Context: an optimization exercise on an open-source flow, tuned for small area, a short achievable clock period and few clock cycles. The choices shown serve that exercise and are no tape-out recipe.
Function was checked by simulation only, so behaviour that the tests miss may differ from the original.
Power and IR drop assume default switching activity.

==> flow/design.v <==
package skst_pkg;
    localparam int KEY_W    = 31;
    localparam int STATUS_W = 4;
    localparam int ACTION_W = 2;
    typedef logic [KEY_W-1:0]    key_t;
    typedef logic [STATUS_W-1:0] status_t;
    typedef logic [ACTION_W-1:0] action_t;
    localparam action_t ACT_LOOKUP = 2'd0;
    localparam action_t ACT_INSERT = 2'd1;
    localparam action_t ACT_DELETE = 2'd2;
    localparam action_t ACT_DUMP   = 2'd3;
    localparam status_t ST_FOUND    = 4'd0;
    localparam status_t ST_NOTFOUND = 4'd1;
    localparam status_t ST_INSERTED = 4'd2;
    localparam status_t ST_PRESENT  = 4'd3;
    localparam status_t ST_REMOVED  = 4'd4;
    localparam status_t ST_ABSENT   = 4'd5;
    localparam status_t ST_FULL     = 4'd6;
    localparam status_t ST_LISTED   = 4'd7;
    localparam status_t ST_EMPTY    = 4'd8;
endpackage
module skst_ram #(
    parameter int WIDTH = 31,
    parameter int DEPTH = 64
) (
    input  logic                     clk,
    input  logic                     wr_en,
    input  logic [$clog2(DEPTH)-1:0] wr_addr,
    input  logic [WIDTH-1:0]         wr_data,
    input  logic                     rd_en,
    input  logic [$clog2(DEPTH)-1:0] rd_addr,
    output logic [WIDTH-1:0]         rd_data
);
    logic [WIDTH-1:0] mem [DEPTH];
    logic [WIDTH-1:0] rd_data_reg;
    always_ff @(posedge clk)
    begin
        if (wr_en)
        begin
            mem[wr_addr] <= wr_data;
        end
        if (rd_en)
        begin
            rd_data_reg <= mem[rd_addr];
        end
    end
    assign rd_data = rd_data_reg;
endmodule
module sorted_key_set_table #(
    parameter int TABLE_DEPTH = 64
) (
    input  logic    clk,
    input  logic    rst_n,
    input  logic    in_valid,
    output logic    in_ready,
    input  skst_pkg::action_t action,
    input  skst_pkg::key_t    key,
    output logic    out_valid,
    input  logic    out_ready,
    output skst_pkg::status_t status,
    output skst_pkg::key_t    key_out,
    output logic    last
);
    localparam int ADDR_W = $clog2(TABLE_DEPTH);
    localparam int CNT_W  = $clog2(TABLE_DEPTH + 1);
    localparam logic [3:0] S_IDLE     = 4'd0;
    localparam logic [3:0] S_SRD      = 4'd1;   
    localparam logic [3:0] S_SCMP     = 4'd2;   
    localparam logic [3:0] S_DECIDE   = 4'd3;
    localparam logic [3:0] S_IRD      = 4'd4;   
    localparam logic [3:0] S_IWR      = 4'd5;   
    localparam logic [3:0] S_DRD      = 4'd6;   
    localparam logic [3:0] S_DWR      = 4'd7;   
    localparam logic [3:0] S_DUMP_RD  = 4'd8;
    localparam logic [3:0] S_DUMP_OUT = 4'd9;
    localparam logic [3:0] S_EMIT     = 4'd10;
    logic [3:0]       state_reg, state_next;
    logic [CNT_W-1:0] count_reg, count_next;
    logic [CNT_W-1:0] idx_reg, idx_next;
    logic [CNT_W-1:0] pos_reg, pos_next;
    logic             found_reg, found_next;
    skst_pkg::action_t          action_reg, action_next;
    skst_pkg::key_t             key_reg, key_next;
    skst_pkg::status_t          res_reg, res_next;
    logic    out_valid_reg, out_valid_next;
    skst_pkg::status_t status_reg, status_next;
    skst_pkg::key_t    key_out_reg, key_out_next;
    logic    last_reg, last_next;
    logic              wr_en;
    logic [ADDR_W-1:0] wr_addr;
    skst_pkg::key_t              wr_data;
    logic              rd_en;
    logic [ADDR_W-1:0] rd_addr;
    skst_pkg::key_t              rd_data;
    logic [CNT_W-1:0] idx_inc;
    logic [CNT_W-1:0] idx_dec;
    logic             out_free;
    logic             accept;
    assign idx_inc  = CNT_W'(idx_reg + 1'b1);
    assign idx_dec  = CNT_W'(idx_reg - 1'b1);
    assign out_free = !out_valid_reg || out_ready;
    assign in_ready = (state_reg == S_IDLE);
    assign accept   = in_valid && in_ready;
    skst_ram #(
        .WIDTH (skst_pkg::KEY_W),
        .DEPTH (TABLE_DEPTH)
    ) u_key_ram (
        .clk     (clk),
        .wr_en   (wr_en),
        .wr_addr (wr_addr),
        .wr_data (wr_data),
        .rd_en   (rd_en),
        .rd_addr (rd_addr),
        .rd_data (rd_data)
    );
    always_comb
    begin
        state_next     = state_reg;
        count_next     = count_reg;
        idx_next       = idx_reg;
        pos_next       = pos_reg;
        found_next     = found_reg;
        action_next    = action_reg;
        key_next       = key_reg;
        res_next       = res_reg;
        out_valid_next = out_valid_reg;
        status_next    = status_reg;
        key_out_next   = key_out_reg;
        last_next      = last_reg;
        wr_en          = 1'b0;
        wr_addr        = idx_reg[ADDR_W-1:0];
        wr_data        = rd_data;
        rd_en          = 1'b0;
        rd_addr        = idx_reg[ADDR_W-1:0];
        if (out_valid_reg && out_ready)
        begin
            out_valid_next = 1'b0;
        end
        case (state_reg)
            S_IDLE:
            begin
                if (accept)
                begin
                    action_next = action;
                    key_next    = key;
                    idx_next    = '0;
                    if (action == skst_pkg::ACT_DUMP)
                    begin
                        if (count_reg == '0)
                        begin
                            res_next   = skst_pkg::ST_EMPTY;
                            key_next   = '0;
                            state_next = S_EMIT;
                        end
                        else
                        begin
                            state_next = S_DUMP_RD;
                        end
                    end
                    else
                    begin
                        state_next = S_SRD;
                    end
                end
            end
            S_SRD:
            begin
                if (idx_reg == count_reg)
                begin
                    pos_next   = idx_reg;
                    found_next = 1'b0;
                    state_next = S_DECIDE;
                end
                else
                begin
                    rd_en      = 1'b1;
                    state_next = S_SCMP;
                end
            end
            S_SCMP:
            begin
                if (rd_data < key_reg)
                begin
                    idx_next   = idx_inc;
                    state_next = S_SRD;
                end
                else
                begin
                    pos_next   = idx_reg;
                    found_next = (rd_data == key_reg);
                    state_next = S_DECIDE;
                end
            end
            S_DECIDE:
            begin
                state_next = S_EMIT;
                case (action_reg)
                    skst_pkg::ACT_LOOKUP:
                    begin
                        res_next = found_reg ? skst_pkg::ST_FOUND : skst_pkg::ST_NOTFOUND;
                    end
                    skst_pkg::ACT_INSERT:
                    begin
                        if (found_reg)
                        begin
                            res_next = skst_pkg::ST_PRESENT;
                        end
                        else if (count_reg == CNT_W'(TABLE_DEPTH))
                        begin
                            res_next = skst_pkg::ST_FULL;
                        end
                        else
                        begin
                            idx_next   = count_reg;
                            state_next = S_IRD;
                        end
                    end
                    skst_pkg::ACT_DELETE:
                    begin
                        if (found_reg)
                        begin
                            idx_next   = pos_reg;
                            state_next = S_DRD;
                        end
                        else
                        begin
                            res_next = skst_pkg::ST_ABSENT;
                        end
                    end
                    default:
                    begin
                        res_next = skst_pkg::ST_EMPTY;
                    end
                endcase
            end
            S_IRD:
            begin
                if (idx_reg == pos_reg)
                begin
                    wr_en      = 1'b1;
                    wr_data    = key_reg;
                    count_next = CNT_W'(count_reg + 1'b1);
                    res_next   = skst_pkg::ST_INSERTED;
                    state_next = S_EMIT;
                end
                else
                begin
                    rd_en      = 1'b1;
                    rd_addr    = idx_dec[ADDR_W-1:0];
                    state_next = S_IWR;
                end
            end
            S_IWR:
            begin
                wr_en      = 1'b1;
                idx_next   = idx_dec;
                state_next = S_IRD;
            end
            S_DRD:
            begin
                if (idx_inc >= count_reg)
                begin
                    count_next = CNT_W'(count_reg - 1'b1);
                    res_next   = skst_pkg::ST_REMOVED;
                    state_next = S_EMIT;
                end
                else
                begin
                    rd_en      = 1'b1;
                    rd_addr    = idx_inc[ADDR_W-1:0];
                    state_next = S_DWR;
                end
            end
            S_DWR:
            begin
                wr_en      = 1'b1;
                idx_next   = idx_inc;
                state_next = S_DRD;
            end
            S_DUMP_RD:
            begin
                rd_en      = 1'b1;
                state_next = S_DUMP_OUT;
            end
            S_DUMP_OUT:
            begin
                if (out_free)
                begin
                    out_valid_next = 1'b1;
                    status_next    = skst_pkg::ST_LISTED;
                    key_out_next   = rd_data;
                    last_next      = (idx_inc == count_reg);
                    idx_next       = idx_inc;
                    state_next     = (idx_inc == count_reg) ? S_IDLE : S_DUMP_RD;
                end
            end
            S_EMIT:
            begin
                if (out_free)
                begin
                    out_valid_next = 1'b1;
                    status_next    = res_reg;
                    key_out_next   = key_reg;
                    last_next      = 1'b1;
                    state_next     = S_IDLE;
                end
            end
            default:
            begin
                state_next = S_IDLE;
            end
        endcase
    end
    always_ff @(posedge clk or negedge rst_n)
    begin
        if (!rst_n)
        begin
            state_reg     <= S_IDLE;
            count_reg     <= '0;
            idx_reg       <= '0;
            out_valid_reg <= 1'b0;
        end
        else
        begin
            state_reg     <= state_next;
            count_reg     <= count_next;
            idx_reg       <= idx_next;
            out_valid_reg <= out_valid_next;
        end
    end
    always_ff @(posedge clk)
    begin
        pos_reg     <= pos_next;
        found_reg   <= found_next;
        action_reg  <= action_next;
        key_reg     <= key_next;
        res_reg     <= res_next;
        status_reg  <= status_next;
        key_out_reg <= key_out_next;
        last_reg    <= last_next;
    end
    assign out_valid = out_valid_reg;
    assign status    = status_reg;
    assign key_out   = key_out_reg;
    assign last      = last_reg;
endmodule
==> flow/run.sh <==
#!/bin/bash
# synth_recipe.tcl (not shown) runs the flow's synth.tcl, then flattens the netlist and writes it again
# the make line also repeats each setting of config.mk as NAME=value (left out here)
make -C /OpenROAD-flow-scripts/flow DESIGN_CONFIG=/design/flow/config.mk WORK_HOME=/design/flow/orfs CLKGATE_MAP_FILE= SYNTH_SCRIPT=/design/flow/synth_recipe.tcl finish
==> flow/config.mk <==
export PLATFORM = sky130hd
export DESIGN_NAME = sorted_key_set_table
export DESIGN_NICKNAME = sorted_key_set_table
export VERILOG_FILES = /design/flow/design.v
export SDC_FILE = /design/flow/constraint.sdc
export NUM_CORES = 4
export LEC_CHECK = 0
export CAP_MARGIN = 20
export CORE_MARGIN = 2
export CORE_UTILIZATION = 40
export SLEW_MARGIN = 20
==> flow/constraint.sdc <==
create_clock -name core_clock -period 8.0 [get_ports {clk}]
set_input_delay 1.6000 -clock core_clock [delete_from_list [all_inputs] [get_ports {clk}]]
set_output_delay 1.6000 -clock core_clock [all_outputs]
set_load 0.01 [all_outputs]
==> summary.txt <==
==> final timing paths <==
check,depth (start not counted),end,slack (ns),start
min in group asynchronous,1,state_reg[0]$_DFFE_PN0P_,0.71,rst_n
max reg2reg,15,u_key_ram.rd_data_reg[13]$_DFFE_PP_,0.93,idx_reg[0]$_DFFE_PN0P_
min reg2reg,1,status_reg[1]$_SDFFCE_PN1P_,0.50,res_reg[1]$_DFFE_PP_
max,15,u_key_ram.rd_data_reg[13]$_DFFE_PP_,0.93,idx_reg[0]$_DFFE_PN0P_
max in group asynchronous,1,count_reg[4]$_DFFE_PN0P_,6.88,rst_n
min,1,status_reg[1]$_SDFFCE_PN1P_,0.50,res_reg[1]$_DFFE_PP_
==> kinds of logic (layout without fill, tap and decap cells) <==
kind of cell / after synthesis / after routing / share of synthesized area (%)
AOI/OAI and AO/OA: 495 / 495 / 4.02
xor gates and xnor gates: 26 / 26 / 0.274
adders and majority gates: 51 / 51 / 0.751
buffers and inverters: 467 / 670 / 2.37
DFF: 2115 / 2115 / 73.8
muxes: 305 / 305 / 3.72
other: 0 / 27 / 0
and+or+nand+nor: 2876 / 2876 / 15.1
==> worst reg2reg max path: cells and delay by family (launching register included) <==
| kind | cells | cell delay [ns] |
|---|---|---|
| DFF | 1 | 0.63 |
| buffers and inverters | 1 | 0.68 |
| adders and majority gates | 2 | 0.81 |
| and+or+nand+nor | 6 | 2.71 |
| AOI/OAI and AO/OA | 5 | 1.71 |
| xor gates and xnor gates | 1 | 0.23 |
==> power breakdown <==
part | internal, mW | switching [mW] | total [mW]
Sequential | 14.2 | 0.417 | 14.6
Combinational | 2.78 | 8.32 | 11.1
Clock | 5.38 | 4.18 | 9.56
==> stage by stage <==
step	cells	area [um2]	hold WS, ns	worst slack [ns]	utilization [%]
5_1_grt	9393	97500	0.543	0.602	45.5
3_3_place_gp	8994	90800	0.494	1.10	42.4
6_report	9403	97500	0.499	0.929	45.5
4_1_cts	9375	97400	0.503	1.02	45.5
2_1_floorplan	6335	85900	0.420	3.26	-
3_5_place_dp	8995	90900	0.488	1.06	42.4
==> layout by cell type, fill, tap and decap left out, types with 34 or more instances in the layout <==
master,Yosys,final
clkdlybuf4s50_1,0,73
and2_1,63,61
nand4_1,70,70
nor3_1,196,188
o211ai_1,62,62
clkbuf_1,233,54
buf_4,17,144
nor2_4,1,69
nand2_1,1340,1337
o21ai_0,130,99
nand3_1,1005,1004
o22ai_1,37,36
clkbuf_16,0,212
edfxtp_1,2096,2096
clkinv_1,2,49
mux2_1,58,58
mux2i_1,211,211
mux2_2,34,34
inv_1,50,50
ha_1,50,50
a21oi_1,64,63
nor2_1,106,39
a211oi_1,43,43
==> routing by layer <==
metal  routed length, um  vias up
met4                9640        8
met2              122000     2624
met5                  68        -
li1                    -    23800
met3               23900      426
met1              107000    27900
==> cell type report <==
| type | instances | share of cell area (%) |
|---|---|---|
| flip-flops and latches | 2115 | 65.0 |
| multi-input cells | 3753 | 22.0 |
| clock buffers | 270 | 5.71 |
| well taps | 2838 | 3.64 |
| repair buffers | 237 | 2.26 |
| clock inverters | 110 | 1.03 |
| inverters | 53 | 0.209 |
| diodes | 27 | 0.0693 |
==> out/metrics.cfg <==
[synth]
synth-seq-area-share_pct=73.8
synth-edff-count=2096
netlist_top_cells_area=edfxtp_1, nand3_1, nand2_1
yosysTopAreaCell=edfxtp_1
ys.flop_type=edfxtp_1
ys_seq_elements=2115
synthCells=6335
syn_nets=6423
syn_area_per_cell_um2=13.6
synth_cell_types=83
synth_area_um2=85900
yosys_warnings=2
async_flop_share_pct=0.898
synth_top_area_share_pct=73.2
yosys-top-cells-count=edfxtp_1, nand2_1, nand3_1, clkbuf_1, mux2i_1
synth_most_common_cell=edfxtp_1

[detailed_routing]
first_iter_violations=7221
ant_nets=0
drt_wl_total_um=263000
drc=0
vias_per_cell=5.82
wl_per_cell_um=28.0
drt_pass1_iterations=8
dr_total_vias=54700

[cells_and_area]
top_register=u_key_ram.mem
fillers=18600
largest_reg_flops=1984
seq_area_um2=63400
drive_gt1_share_pct=9.48
multi_input_area_um2=21500
num-nets-final=6456
synthToLayoutAreaGrowth_pct=13.4

[cts]
cts_tree=done
clock_latency_ns=0.87
clkSlewWorstSetupHoldPaths_ns=0.07
postCtsHoldBufs=0
numCtsBuffers=208
cts_root_buffer=clkbuf_16
postCtsResizedCells=0
cts_buffer_depth=3
cts_setup_buffers=0
cts_sinks=2115
htree_num_levels=4

[worst_hold_path]
min_path_type=register to register

[global_routing]
grtUsageMet2_pct=37.2
grt_max_degree=189
busiest_layer=met2
use_met1_pct=32.6
grt_pass1_wl_um=372000
grt_usage_pct=23.6
grt_overflow_total=0
grt_pass1_vias=51600
grt_use_met3_pct=3.91
antenna_found_initial=24

[critical_path]
worstSetupPathType=register to register
start_kind=register
worstPathArrival_ns=7.66
worstPathMaxFanout=48
cpMostUsedCell=ha_1
critPathSlowestCell=or4_1
cp_cell_sequence=ha_1 -> nand2_1 -> nor2_1 -> xor2_1 -> ha_1 -> a21oi_1 -> o211ai_4 -> a211o_1 -> a21oi_2 -> or2_4 -> buf_4 -> nor3_1 -> o41ai_1 -> nand3_1 -> or4_1
path_buf_inv=1
end_kind=register
cp.required_ns=8.59
max_stage_delay_ns=0.74
crit_family=simple AND/OR/NAND/NOR gates

[timing]
slew_violations=0
max_slew.worst_pin.slew_ns=1.18
finalSetupTns_ns=0
finalCritPeriodShare_pct=88.4
rsz0062_at_grt=no
hold_viol=0
setup_viol=0
skew_ns=0.0511
fin_crit_ns=7.07
slew_headroom_pct=21.5
max_freq_mhz=141

[power]
power.density_nw_per_um2=362
power_mw=35.2
p_leak_nw=32.1
ir_drop_v=0.000316

[die]
core.rowCount=170
die_w_um=468
coreArea_um2=214000
dieArea_um2=219000
dieHeight_um=468
pin_count=75
start_util_pct=40.1

[placement]
dp_hpwl_um=141000
finalWeightedCongestion=0.939
port_buffers=74

[run]
maxCapViolations=0

[run_status]
status=finished clean

Testbench counts, summed over its fixed seeds: cycles 207,450.

[re-timing with driven ports]
The results above use ideal ports. As a check the final layout listed here was re-extracted and re-timed, cells and wires unchanged. Step 1: set_driving_cell puts a clkbuf_16 on clk and a buf_2 on each other input, an assumption about the parent block. Step 2 adds t to the input delays and takes it off the output delays; t is the mean of the earliest and latest rising clock arrival at the registers after step 1. Input paths then give back, and output paths get back, about the clock's delay inside the block. Three values: no drivers, after step 1, after step 2; two values: the first two.
shift t [ns]: 0.927
setup WS [ns]: 0.929 / 0.929 / 0.929
pins driven straight from the clock port: 1
After both steps setup and hold are still met in this run. For this run, drivers alone change the setup slack by 0.000 ns; drivers and shift together by 0.000 ns.
